This design comes from an exercise in tuning for small area and a short achievable clock period on the open sky130 flow, not from production work.
Only simulation tests tie the RTL to the original design; equivalence was not proved.

## melody_player
module melody_player #(
  parameter int DIV_US = 4,
  parameter int HP_W = 12,
  parameter int DUR_W = 10,
  parameter int DEPTH = 64
) (
  input  logic                      clk,
  input  logic                      reset,
  input  logic                      start,
  input  logic                      stop,
  input  logic                      loop_en,
  input  logic [$clog2(DEPTH):0]    seq_len,
  input  logic                      wr_en,
  input  logic [$clog2(DEPTH)-1:0]  wr_addr,
  input  logic [HP_W+DUR_W-1:0]     wr_data,
  output logic                      piezo,
  output logic                      busy,
  output logic [$clog2(DEPTH)-1:0]  note_idx,
  output logic                      done
);
For scale: about 3300 cells after synthesis, roughly 50 I/O pins, about 0.046 mm2 of cells after synthesis.
==> module melody_player, before the edit <==
module melody_player #(
  parameter int DIV_US = 4,
  parameter int HP_W = 12,
  parameter int DUR_W = 10,
  parameter int DEPTH = 64
) (
  input  logic                      clk,
  input  logic                      reset,
  input  logic                      start,
  input  logic                      stop,
  input  logic                      loop_en,
  input  logic [$clog2(DEPTH):0]    seq_len,
  input  logic                      wr_en,
  input  logic [$clog2(DEPTH)-1:0]  wr_addr,
  input  logic [HP_W+DUR_W-1:0]     wr_data,
  output logic                      piezo,
  output logic                      busy,
  output logic [$clog2(DEPTH)-1:0]  note_idx,
  output logic                      done
);
  localparam int AW = $clog2(DEPTH);
  localparam int DW = HP_W + DUR_W;
  localparam int MS = melody_pkg::US_PER_MS;
  localparam int MW = $clog2(MS);
  localparam int NP = DEPTH / 2;
  localparam int NH = NP / 8;
  logic [DEPTH-1:0][DW-1:0] ring;
  logic [AW-1:0] tap, row_in, w1_row, w1_addr, prow_nxt, nxt_idx;
  logic          w1_v;
  logic [DW-1:0] w1_data, pdata;
  logic [NH-1:0] n_hi, p_hi;
  logic [7:0]    n_lo, p_lo;
  logic          p_set;
  logic [NP-1:0] sel_new, sel_pend, sel_keep;
  logic [DW-1:0] p0, pn, rdata, at_tap;
  logic          tap_ok, hit0, hitn;
  assign row_in = wr_addr - tap + 1'b1;
  assign prow_nxt = w1_row + 1'b1;
  assign p_set = w1_v && w1_row[0] && !(wr_en && wr_addr == w1_addr);
  assign nxt_idx = note_idx + 1'b1;
  assign tap_ok = !(p_hi[0] && p_lo[0]) && !(n_hi[0] && n_lo[0]);
  assign at_tap = ~ring[DEPTH-1];
  always_comb begin
    for (int m = 0; m < NP; m++) begin
      sel_new[m]  = n_hi[m / 8] && n_lo[m % 8];
      sel_pend[m] = p_hi[m / 8] && p_lo[m % 8];
      sel_keep[m] = !(sel_new[m] || sel_pend[m]);
    end
  end
  always_ff @(posedge clk) begin
    tap <= tap - 1'b1;
    w1_v <= wr_en;
    w1_row <= row_in;
    w1_addr <= wr_addr;
    w1_data <= wr_data;
    for (int i = 0; i < NH; i++) n_hi[i] <= wr_en && !row_in[0] && row_in[AW-1:4] == 2'(i);
    for (int i = 0; i < 8; i++) n_lo[i] <= row_in[3:1] == 3'(i);
    for (int i = 0; i < NH; i++) p_hi[i] <= p_set && prow_nxt[AW-1:4] == 2'(i);
    for (int i = 0; i < 8; i++) p_lo[i] <= prow_nxt[3:1] == 3'(i);
    pdata <= w1_data;
    hit0 <= tap == AW'(1);
    hitn <= tap - 1'b1 == nxt_idx;
  end
  logic snoop0, snoopn, take0, taken;
  assign snoop0 = w1_v && w1_addr == '0;
  always_ff @(posedge clk) snoopn <= wr_en && wr_addr == nxt_idx;
  assign take0 = hit0 && tap_ok && !snoop0;
  assign taken = hitn && tap_ok && !snoopn;
  follow_reg #(.W(DW)) u_p0 (
    .clk(clk), .wd(w1_data), .td(at_tap), .hold(!(snoop0 || take0)), .snoop(snoop0), .take(take0), .q(p0)
  );
  follow_reg #(.W(DW)) u_pn (
    .clk(clk), .wd(w1_data), .td(at_tap), .hold(!(snoopn || taken)), .snoop(snoopn), .take(taken), .q(pn)
  );
  logic byp;
  always_ff @(posedge clk) byp <= wr_en && wr_addr == (busy && !last ? nxt_idx : AW'(0));
  assign rdata = byp ? w1_data : note_idx == '0 ? p0 : pn;
  for (genvar m = 0; m < NP; m++) begin : g_pair
    ring_pair #(.W(DW)) u_pair (
      .clk(clk),
      .prev(ring[(2*m + DEPTH - 1) % DEPTH]),
      .wd(m % 2 == 1 ? w1_data : ~w1_data),
      .pd(m % 2 == 1 ? pdata : ~pdata),
      .keep(sel_keep[m]),
      .new_w(sel_new[m]),
      .pend_w(sel_pend[m]),
      .q0(ring[2*m]),
      .q1(ring[2*m+1])
    );
  end
  logic load_s, play_s, done_s;
  logic [1:0] us_cnt;
  logic [MW-1:0] ms_cnt;
  logic [DUR_W-1:0] dcnt;
  logic [HP_W-1:0] hp;
  logic [AW:0] len;
  logic last, end_r, ms_last;
  logic us_tick, ms_tick, play_end, play_nxt;
  logic [AW-1:0] lm1;
  assign done = done_s;
  assign us_tick = play_s && us_cnt == 2'(DIV_US - 1);
  assign ms_tick = us_tick && ms_last;
  assign play_end = play_s && end_r;
  assign play_nxt = !stop && (load_s || (play_s && !end_r));
  assign lm1 = len > (AW+1)'(DEPTH) ? AW'(DEPTH - 1) : AW'(len - 1'b1);
  always_ff @(posedge clk or posedge reset) begin
    if (reset) begin
      busy <= 1'b0;
      load_s <= 1'b0;
      play_s <= 1'b0;
      done_s <= 1'b0;
      note_idx <= '0;
    end else begin
      busy   <= !stop && (busy ? !done_s : start);
      load_s <= !stop && ((!busy && start) || (play_end && (!last || loop_en)));
      play_s <= play_nxt;
      done_s <= !stop && play_end && last && !loop_en;
      if (stop || done_s || !busy) note_idx <= '0;
      else if (play_end) begin
        if (!last) note_idx <= note_idx + 1'b1;
        else if (loop_en) note_idx <= '0;
      end
    end
  end
  always_ff @(posedge clk) begin
    if (!busy) len <= seq_len;
    last <= note_idx == lm1;
    us_cnt <= play_s ? us_cnt + 1'b1 : 2'd0;
    ms_last <= ms_cnt == MW'(MS - 1);
    if (!play_s || ms_tick) ms_cnt <= '0;
    else if (us_tick) ms_cnt <= ms_cnt + 1'b1;
    end_r <= play_s && us_cnt == 2'(DIV_US - 2) && ms_last && dcnt[DUR_W-1:1] == '0;
    if (load_s) dcnt <= rdata[DUR_W-1:0];
    else if (ms_tick) dcnt <= dcnt - 1'b1;
  end
  follow_reg #(.W(HP_W)) u_hp (
    .clk(clk), .wd(rdata[DW-1:DUR_W]), .td('0), .hold(!load_s), .snoop(load_s), .take(1'b0), .q(hp)
  );
  tone_gen #(.HP_W(HP_W)) u_tone (
    .clk(clk),
    .reset(reset),
    .run(play_s),
    .tick(us_tick),
    .play_nxt(play_nxt),
    .half_period(hp),
    .piezo(piezo)
  );
endmodule
==> flow/config.mk <==
export PLATFORM = sky130hd
export DESIGN_NAME = melody_player
export DESIGN_NICKNAME = melody_player
export VERILOG_FILES = /design/flow/design.v
export SDC_FILE = /design/flow/constraint.sdc
export NUM_CORES = 4
export LEC_CHECK = 0
export ABC_AREA = 0
export CAP_MARGIN = 20
export CORE_MARGIN = 2
export CORE_UTILIZATION = 70
export CTS_CLUSTER_DIAMETER = 80
export CTS_CLUSTER_SIZE = 24
export SETUP_SLACK_MARGIN = 2.2
export SLEW_MARGIN = 20
export SYNTH_HIERARCHICAL = 1
export SYNTH_MINIMUM_KEEP_SIZE = 0
==> flow/constraint.sdc <==
create_clock -name core_clock -period 4.2 [get_ports {clk}]
set_input_delay 0.8400 -clock core_clock [delete_from_list [all_inputs] [get_ports {clk}]]
set_output_delay 0.8400 -clock core_clock [all_outputs]
set_load 0.01 [all_outputs]
run.sh (not shown) runs the stock make flow with config.mk's settings and CLKGATE_MAP_FILE= SYNTH_SCRIPT=/design/flow/synth_recipe.tcl, a recipe that flattens the netlist after the stock synthesis.
The starting point produced a clean layout.
Change:
--- a/flow/design.v
+++ b/flow/design.v
@@ -83,24 +83,24 @@
   localparam int DW = HP_W + DUR_W;
   localparam int MS = melody_pkg::US_PER_MS;
   localparam int MW = $clog2(MS);
   localparam int NP = DEPTH / 2;
   localparam int NH = NP / 8;
   logic [DEPTH-1:0][DW-1:0] ring;
-  logic [AW-1:0] tap, row_in, w1_row, w1_addr, prow_nxt, nxt_idx;
+  logic [AW-1:0] tap, row_in, w1_row, prow_nxt, nxt_idx;
   logic          w1_v;
   logic [DW-1:0] w1_data, pdata;
   logic [NH-1:0] n_hi, p_hi;
   logic [7:0]    n_lo, p_lo;
   logic          p_set;
   logic [NP-1:0] sel_new, sel_pend, sel_keep;
   logic [DW-1:0] p0, pn, rdata, at_tap;
   logic          tap_ok, hit0, hitn;
   assign row_in = wr_addr - tap + 1'b1;
   assign prow_nxt = w1_row + 1'b1;
-  assign p_set = w1_v && w1_row[0] && !(wr_en && wr_addr == w1_addr);
+  assign p_set = w1_v && w1_row[0] && !(wr_en && row_in == prow_nxt);
   assign nxt_idx = note_idx + 1'b1;
   assign tap_ok = !(p_hi[0] && p_lo[0]) && !(n_hi[0] && n_lo[0]);
   assign at_tap = ~ring[DEPTH-1];
   always_comb begin
     for (int m = 0; m < NP; m++) begin
       sel_new[m]  = n_hi[m / 8] && n_lo[m % 8];
@@ -109,36 +109,33 @@
     end
   end
   always_ff @(posedge clk) begin
     tap <= tap - 1'b1;
     w1_v <= wr_en;
     w1_row <= row_in;
-    w1_addr <= wr_addr;
     w1_data <= wr_data;
     for (int i = 0; i < NH; i++) n_hi[i] <= wr_en && !row_in[0] && row_in[AW-1:4] == 2'(i);
     for (int i = 0; i < 8; i++) n_lo[i] <= row_in[3:1] == 3'(i);
     for (int i = 0; i < NH; i++) p_hi[i] <= p_set && prow_nxt[AW-1:4] == 2'(i);
     for (int i = 0; i < 8; i++) p_lo[i] <= prow_nxt[3:1] == 3'(i);
     pdata <= w1_data;
     hit0 <= tap == AW'(1);
     hitn <= tap - 1'b1 == nxt_idx;
   end
   logic snoop0, snoopn, take0, taken;
-  assign snoop0 = w1_v && w1_addr == '0;
-  always_ff @(posedge clk) snoopn <= wr_en && wr_addr == nxt_idx;
+  assign snoop0 = wr_en && wr_addr == '0;
+  assign snoopn = wr_en && wr_addr == nxt_idx;
   assign take0 = hit0 && tap_ok && !snoop0;
   assign taken = hitn && tap_ok && !snoopn;
   follow_reg #(.W(DW)) u_p0 (
-    .clk(clk), .wd(w1_data), .td(at_tap), .hold(!(snoop0 || take0)), .snoop(snoop0), .take(take0), .q(p0)
+    .clk(clk), .wd(wr_data), .td(at_tap), .hold(!(snoop0 || take0)), .snoop(snoop0), .take(take0), .q(p0)
   );
   follow_reg #(.W(DW)) u_pn (
-    .clk(clk), .wd(w1_data), .td(at_tap), .hold(!(snoopn || taken)), .snoop(snoopn), .take(taken), .q(pn)
-  );
-  logic byp;
-  always_ff @(posedge clk) byp <= wr_en && wr_addr == (busy && !last ? nxt_idx : AW'(0));
-  assign rdata = byp ? w1_data : note_idx == '0 ? p0 : pn;
+    .clk(clk), .wd(wr_data), .td(at_tap), .hold(!(snoopn || taken)), .snoop(snoopn), .take(taken), .q(pn)
+  );
+  assign rdata = note_idx == '0 ? p0 : pn;
   for (genvar m = 0; m < NP; m++) begin : g_pair
     ring_pair #(.W(DW)) u_pair (
       .clk(clk),
       .prev(ring[(2*m + DEPTH - 1) % DEPTH]),
       .wd(m % 2 == 1 ? w1_data : ~w1_data),
       .pd(m % 2 == 1 ? pdata : ~pdata),
@@ -192,13 +189,14 @@
     else if (us_tick) ms_cnt <= ms_cnt + 1'b1;
     end_r <= play_s && us_cnt == 2'(DIV_US - 2) && ms_last && dcnt[DUR_W-1:1] == '0;
     if (load_s) dcnt <= rdata[DUR_W-1:0];
     else if (ms_tick) dcnt <= dcnt - 1'b1;
   end
   follow_reg #(.W(HP_W)) u_hp (
-    .clk(clk), .wd(rdata[DW-1:DUR_W]), .td('0), .hold(!load_s), .snoop(load_s), .take(1'b0), .q(hp)
+    .clk(clk), .wd(p0[DW-1:DUR_W]), .td(pn[DW-1:DUR_W]), .hold(!load_s), .snoop(load_s && note_idx == '0),
+    .take(load_s && note_idx != '0), .q(hp)
   );
   tone_gen #(.HP_W(HP_W)) u_tone (
     .clk(clk),
     .reset(reset),
     .run(play_s),
     .tick(us_tick),
Final area shrinks by 1.3%.
Utilization grows by 0.33 points.
Sequential share of layout area grows by 0.54 points.
Synthesized area shrinks by 1.4%.
Wire length shrinks by 4.6%.
Critical path depth shrinks by 8.

## separate check: timing with driven ports
How much do the figures lean on ideal ports? The routed layouts below were timed once more, with nothing changed but the port constraints.
Step 1 sets driving cells, clkbuf_16 on the clock port and buf_2 on the other inputs (assumed; they add their load-dependent delay and slew).
Step 2 adds t to the input delays and takes it off the output delays; t is the mean of the earliest and latest rising clock arrival at the registers after step 1. Input paths then give back, and output paths get back, about the clock's delay inside the block.
Slacks: ideal / step 1 / step 2; pairs: ideal / step 1.
run | shift t [ns] | setup slack, ns | hold slack, ns | cell pins on the clock port's net
the first run | 0.718 | 1.977 / 1.982 / 1.298 | 0.318 / 0.318 / 0.318 | 1
the second run | 0.712 | 1.866 / 1.800 / 1.305 | 0.309 / 0.309 / 0.309 | 1
After both steps setup and hold are still met in every run listed. The setup slack of the first run, which loses most, moves by +0.005 ns with the drivers and by -0.679 ns with both steps.
